Background: an optimization exercise with open tools, aiming at small area, a short achievable clock period and few clock cycles per item. Do not read the settings as production practice. The RTL was checked by simulation tests, not by an equivalence proof against the original design. No activity file was given, so power comes from the tool's default toggle rates.

Setup of branch willow:
==> flow/design.v (excerpt) <==
module rvfpm (
  input  wire         uin_rvfpm,
  input  wire         arst_n,
  input  wire         issue_req,
  output logic        issue_ack,
  input  wire  [3:0]  issue_op,
  input  wire  [3:0]  issue_id,
  input  wire  [4:0]  issue_rd,
  input  wire  [4:0]  issue_rs1,
  input  wire  [4:0]  issue_rs2,
  input  wire  [31:0] issue_int_operand,
  output logic        result_req,
  input  wire         result_ack,
  output logic [3:0]  result_id,
  output logic [4:0]  result_rd,
  output logic        result_fp_write,
  output logic [31:0] result_data
);
clock: 6.0 ns
lec_check: 0
cap_margin: 20
core_margin: 2
core_utilization: 60
cts_cluster_diameter: 100
cts_cluster_size: 25
setup_slack_margin: 3.5
slew_margin: 20
standard.sh (not shown) runs the stock make flow with config.mk's settings and CLKGATE_MAP_FILE= SYNTH_SCRIPT=/design/flow/synth_recipe.tcl, a recipe that flattens the netlist after the stock synthesis.
==> flow/flow/run.sh <==
#!/bin/bash
# Layout flow: the standard ORFS flow (standard.sh) with
#  - a delay-driven ABC script in synthesis (synth_wrap.tcl),
#  - plain buf_4 port buffers instead of the default delay cells,
#  - cell resizing not limited to the same footprint.
# Each tool's log stays under orfs/logs/; make's output goes to
# standard.log in this folder.
set -uo pipefail
HERE=$(pwd)
sed -e "s#@ABC_SCRIPT@#$HERE/flow/abc_delay.script#" \
    -e "s#@FLOW_SYNTH@#$HERE/synth_recipe.tcl#" \
    flow/synth_wrap.tcl > synth_wrap.tcl
bash standard.sh SYNTH_SCRIPT="$HERE/synth_wrap.tcl" MATCH_CELL_FOOTPRINT=0 \
  BUFFER_PORTS_ARGS="-buffer_cell sky130_fd_sc_hd__buf_4" finish > standard.log 2>&1
==> flow/flow/abc_delay.script <==
strash
dch
map -D 1500
topo
buffer -c
upsize -c -D 1500
dnsize -c -D 1500
stime -c
==> flow/flow/synth_wrap.tcl <==
# Synthesis wrapper: the standard flow's synthesis script unchanged, except that
# the ABC mapping step runs a delay-driven script (abc_delay.script)
# in place of ORFS's default one. Flip-flops are mapped before ABC,
# so the registers are those of the standard synthesis.
proc abc {args} {
  set i [lsearch $args -script]
  set args [lreplace $args [expr {$i + 1}] [expr {$i + 1}] @ABC_SCRIPT@]
  yosys abc {*}$args
}
source @FLOW_SYNTH@
Testbench counts of branch willow, summed over its fixed seeds: cycles 24,024, items 12,000.
--- input diff branch willow..branch onyx ---
==> flow/run.sh (new file) <==
#!/bin/bash
# synth_recipe.tcl (not shown) runs the flow's synth.tcl, then flattens the netlist and writes it again
# the make line also repeats each setting of config.mk as NAME=value (left out here)
make -C /OpenROAD-flow-scripts/flow DESIGN_CONFIG=/design/flow/config.mk WORK_HOME=/design/flow/orfs CLKGATE_MAP_FILE= SYNTH_SCRIPT=/design/flow/synth_recipe.tcl finish
removed: flow/flow/run.sh
removed: flow/flow/abc_delay.script
removed: flow/flow/synth_wrap.tcl
removed: flow/standard.sh
Notes after the runs:
- The flow did not stop early for branch onyx: all stages ran, and the layout cleared the timing, design-rule and antenna checks.
- Summary — worst-margin pin slew, branch onyx relative to branch willow: higher, by 40 ps.
- branch onyx vs. branch willow: total via count after detailed routing shrank by about 9%, die area lower.
- Re cell area after placement: branch willow was higher than branch onyx.
- b_q[8] as the origin of the worst setup path was reported by branch willow, and a_q[29] by branch onyx.
- Taking branch willow as the reference, in branch onyx non-clock buffer count dropped 51, clock period minus final worst setup slack now larger, worst supply voltage drop on vdd up 35%, summed instance area of the synthesized netlist now sits lower.
- Relative to branch willow, cell area decreased by 3.0% in branch onyx.
- Cell count: branch onyx lower than branch willow

* * *

## job 101
rvfpm, a different RTL version from the one above (not shown whole).
Size: roughly 3100 cells after synthesis, roughly 1200 flip-flops, about 100 I/O pins, roughly 46000 µm² of cells after synthesis.
clock: 6.0 ns
lec_check: 0
cap_margin: 20
core_margin: 2
core_utilization: 60
cts_cluster_diameter: 100
cts_cluster_size: 25
setup_slack_margin: 3.4
slew_margin: 20
==> flow/flow/run.sh <==
#!/bin/bash
# Layout flow: the standard ORFS flow (standard.sh) with
#  - a delay-driven ABC script in synthesis (synth_wrap.tcl),
#  - plain buf_1 port buffers (resized by timing repair) instead of the default delay cells,
#  - cell resizing not limited to the same footprint.
# Each tool's log stays under orfs/logs/; make's output goes to
# standard.log in this folder.
set -uo pipefail
HERE=$(pwd)
sed -e "s#@ABC_SCRIPT@#$HERE/flow/abc_delay.script#" \
    -e "s#@FLOW_SYNTH@#$HERE/synth_recipe.tcl#" \
    flow/synth_wrap.tcl > synth_wrap.tcl
bash standard.sh SYNTH_SCRIPT="$HERE/synth_wrap.tcl" MATCH_CELL_FOOTPRINT=0 \
  BUFFER_PORTS_ARGS="-buffer_cell sky130_fd_sc_hd__buf_1" finish > standard.log 2>&1
==> flow/flow/abc_delay.script <==
strash
balance
dc2
dch -f
map -D 1000
topo
buffer -c
upsize -c -D 1000
dnsize -c -D 1000
stime -c
==> flow/flow/synth_wrap.tcl <==
# Synthesis wrapper: the standard flow's synthesis script unchanged, except that
# the ABC mapping step runs a delay-driven script (abc_delay.script)
# in place of ORFS's default one. Flip-flops are mapped before ABC,
# so the registers are those of the standard synthesis.
proc abc {args} {
  set i [lsearch $args -script]
  set args [lreplace $args [expr {$i + 1}] [expr {$i + 1}] @ABC_SCRIPT@]
  yosys abc {*}$args
}
source @FLOW_SYNTH@
Testbench counts of job 101, summed over its fixed seeds: cycles 24,024, items 12,000.
diff inputs: job 101 => job 102
- a change of SETUP_SLACK_MARGIN from 3.4 to 3.25
### Flow results
Register fraction of the total cell area ends up lower on job 101.
Looking at job 102 and job 101, the total track usage is a wash.
Job 102 against job 101: final cell count now smaller; setup slack fell by 0.11 ns; clock latency on the worst-skew pair stayed essentially flat; final worst-path cycle share now sits higher.
Between job 101 and job 102, the flow reports leakage power decreasing slightly.
[diff] hold slack, job 102 relative to job 101: regression

-- afterwards: timing with drivers on the ports --
How much do the figures lean on ideal ports? The routed layouts below were timed once more, with nothing changed but the port constraints.
Step 1 (the two cells are an assumption about what drives the block):
set clk [get_ports {uin_rvfpm}]
set_driving_cell -lib_cell sky130_fd_sc_hd__clkbuf_16 $clk
set_driving_cell -lib_cell sky130_fd_sc_hd__buf_2 [delete_from_list [all_inputs] $clk]
Step 2, shift: input delay + t, output delay - t, t = (earliest + latest rising clock arrival at the registers) / 2. This alone moves slack from input paths to output paths.
a / b / c = no drivers / after step 1 / after step 2; a / b = the first two.
| run | t (ns) | setup slack, ns | hold slack, ns | worst setup path after step 2 |
|---|---|---|---|---|
| branch willow | 0.756 | 2.955 / 2.955 / 2.955 | 0.434 / 0.434 / 0.434 | register to register |
| branch onyx | 0.755 | 2.831 / 2.831 / 2.831 | 0.428 / 0.428 / 0.428 | register to register |
| job 101 | 0.746 | 3.372 / 3.348 / 3.372 | 0.429 / 0.429 / 0.429 | register to register |
| job 102 | 0.732 | 3.259 / 3.259 / 3.247 | 0.426 / 0.426 / 0.426 | input to register |
After both steps every run listed still meets setup and hold. The setup slack of job 102, which loses most, moves by 0.000 ns with the drivers and by -0.012 ns with both steps.
